This is an optimization exercise on Yosys and OpenROAD, whose aim is small area, a short achievable clock period and few clock cycles, not a production implementation.
Only simulation tests tie the RTL to the original design; equivalence was not proved.

// rpn_stack_evaluator
module rpn_stack_evaluator (
	input  logic                           clk,
	input  logic                           arst_n,
	input  logic                           s_tvalid,
	output logic                           s_tready,
	input  logic [rse_pkg::SYM_W-1:0]      s_tdata,    
	input  logic                           s_tlast,
	output logic                           m_tvalid,
	input  logic                           m_tready,
	output logic [rse_pkg::WORD_W-1:0]     m_tdata,    
	output logic                           m_tuser     
);
clock: 10.0 ns
lec_check: 0
cap_margin: 20
core_margin: 2
core_utilization: 40
cts_cluster_diameter: 100
cts_cluster_size: 25
place_density: 0.7
slew_margin: 20
tns_end_percent: 5
standard.sh (not shown) runs the stock make flow with config.mk's settings and CLKGATE_MAP_FILE= SYNTH_SCRIPT=/design/flow/synth_recipe.tcl, a recipe that flattens the netlist after the stock synthesis.
==> flow/flow/run.sh <==
#!/bin/bash
set -euo pipefail
bash standard.sh SETUP_SLACK_MARGIN=6 finish > flow_make.log 2>&1
Testbench counts at the start, summed over its fixed seeds: cycles 45,572.
Change:
Settings changed: PLACE_DENSITY 0.7 to not set, TNS_END_PERCENT 5 to not set.
After rerunning:
- The changed run passed the timing, DRC and antenna checks
- global-route usage increases by 0.31 points
- worst setup slack is better by 0.0036 ns
- hold slack is worse by 0.013 ns
- via count is about the same
- die area stays the same
- final cell count increases slightly
Change:
Settings changed: PLACE_DENSITY set to 0.5, TNS_END_PERCENT set to 5.
After rerunning: Flip-flop and latch count is unchanged. Wire length rises by 2.3%. Global-route usage rose by 0.61 points. Synthesized area stays the same. Via count came out lower by about 0.8%. Utilization drops by 0.68 points.
Change:
Settings changed: PLACE_DENSITY 0.5 to not set.
What happened: Register-to-register slack improved by 0.19 ns; fmax is higher by 4.6%; cell area stays flat; critical path depth climbs by 3; first-iteration DRC count fell by 7.3%; cell count barely changes; non-clock buffer count is lower by 6; global-route usage is lower by 0.62 points; clock-buffer cell count went down by 4; synthesized cell count does not change; setup slack is better by 0.19 ns.

========
v22:
Starting RTL as in the previous note.
clock: 10.0 ns
lec_check: 0
cap_margin: 20
core_margin: 2
core_utilization: 40
cts_cluster_diameter: 100
cts_cluster_size: 25
slew_margin: 20
tns_end_percent: 5
==> flow/flow/run.sh <==
#!/bin/bash
set -euo pipefail
bash standard.sh SETUP_SLACK_MARGIN=5.75 finish > flow_make.log 2>&1
Testbench counts of v22, summed over its fixed seeds: cycles 45,572.
Relative to v22, the following input files were edited for v48:
Settings: CTS_CLUSTER_SIZE: 25 -> 28.
==> flow/flow/run.sh <==
#!/bin/bash
set -euo pipefail
bash standard.sh SETUP_SLACK_MARGIN=6 finish > flow_make.log 2>&1
[summary]
For v22, the startpoint of the most critical setup path was bd1[0], unlike v48, where it was tc[31].
Looking at layout-stage area growth over the synthesis result, v48 sits 1.8 points higher than v22 does.
From v48 to v22, half-perimeter wire length after placement did not move at all.
Worst setup slack for v48 is higher than for v22.
Critical path depth, v48 and v22: lower on v22
In v48 the fraction of area in non-clock buffers turned out 0.73 points higher than in v22.
Summary: with v22 as the reference, final non-filler cell total in v48 moved up slightly.
Changes in v7 relative to v48:
Settings: SETUP_SLACK_MARGIN now 5, previously not set; TNS_END_PERCENT no longer set, was 5.
==> flow/run.sh (new file) <==
#!/bin/bash
# synth_recipe.tcl (not shown) runs the flow's synth.tcl, then flattens the netlist and writes it again
# the make line also repeats each setting of config.mk as NAME=value (left out here)
make -C /OpenROAD-flow-scripts/flow DESIGN_CONFIG=/design/flow/config.mk WORK_HOME=/design/flow/orfs CLKGATE_MAP_FILE= SYNTH_SCRIPT=/design/flow/synth_recipe.tcl finish
removed: flow/flow/run.sh
removed: flow/standard.sh
==> comparison <==
- The run with more routed wire is v48, not v7.
- v7 against v48; weighted congestion at the end of routability-driven global placement is down slightly.
- In the flow results for v48 and v7, the achievable clock frequency is smaller on v7.
- Number of clock buffers in the layout is lower on v7
- From v48 to v7, die area did not move at all.
- Diff v48 -> v7 | number of buffers created by CTS | increase of 1
- For v7, the capture point of the worst path was wm[24], unlike v48, where it was wm[13].
- Going from v48 to v7, the global-route usage was found to have gone down by 0.22 points.
- Compare v48 and v7 | final non-filler cell total lower: v7
- On final critical delay including setup and external delays, v48 beats v7.
Here is what was changed in the inputs of v41 compared with v7.
Settings: removing SETUP_SLACK_MARGIN (formerly 5); setting TNS_END_PERCENT to 5 for the first time; changing CTS_CLUSTER_SIZE from 28 to 25.
==> flow/flow/run.sh (new file) <==
#!/bin/bash
set -euo pipefail
bash standard.sh SETUP_SLACK_MARGIN=6.5 finish > flow_make.log 2>&1
==> flow/standard.sh (new file) <==
#!/bin/bash
# synth_recipe.tcl (not shown) runs the flow's synth.tcl, then flattens the netlist and writes it again
# the make line also repeats each setting of config.mk as NAME=value (left out here)
make -C /OpenROAD-flow-scripts/flow DESIGN_CONFIG=/design/flow/config.mk WORK_HOME=/design/flow/orfs CLKGATE_MAP_FILE= SYNTH_SCRIPT=/design/flow/synth_recipe.tcl "${@:-finish}"
removed: flow/run.sh
[summary]
In summary, v41 completed successfully, with a layout that passed the timing, DRC and antenna checks.
Diff v7 -> v41: met1 demand-to-capacity share in global routing roughly the same; via count rose by about 3.4%; number of antenna violations at the first check in global routing now sits lower.

static timing again, ports no longer ideal:
Ports are ideal in the flow. The routed layouts listed here were re-timed in OpenROAD.
Step 1, drivers: a clkbuf_16 drives clk and a buf_2 each remaining input, both assumed.
Step 2 also shifts input and output timing later by t, the mid clock arrival at the registers, as if the neighbouring blocks saw the same clock.
Three values: ideal, step 1, step 2; two values: the first two.
run	shift t [ns]	slack for setup (ns)	cell pins on the clock port's net
the first run of note 1	0.819	5.803 / 5.803 / 5.803	1
the second run of note 1	0.824	5.807 / 5.807 / 5.807	1
the third run of note 1	0.878	5.637 / 5.637 / 5.637	1
the fourth run of note 1	0.855	5.829 / 5.829 / 5.829	1
v22	0.854	5.675 / 5.675 / 5.675	1
v48	0.836	5.740 / 5.740 / 5.740	1
v7	0.835	5.239 / 5.239 / 5.239	1
v41	0.843	5.693 / 5.693 / 5.693	1
After both steps setup and hold are still met in every run listed.
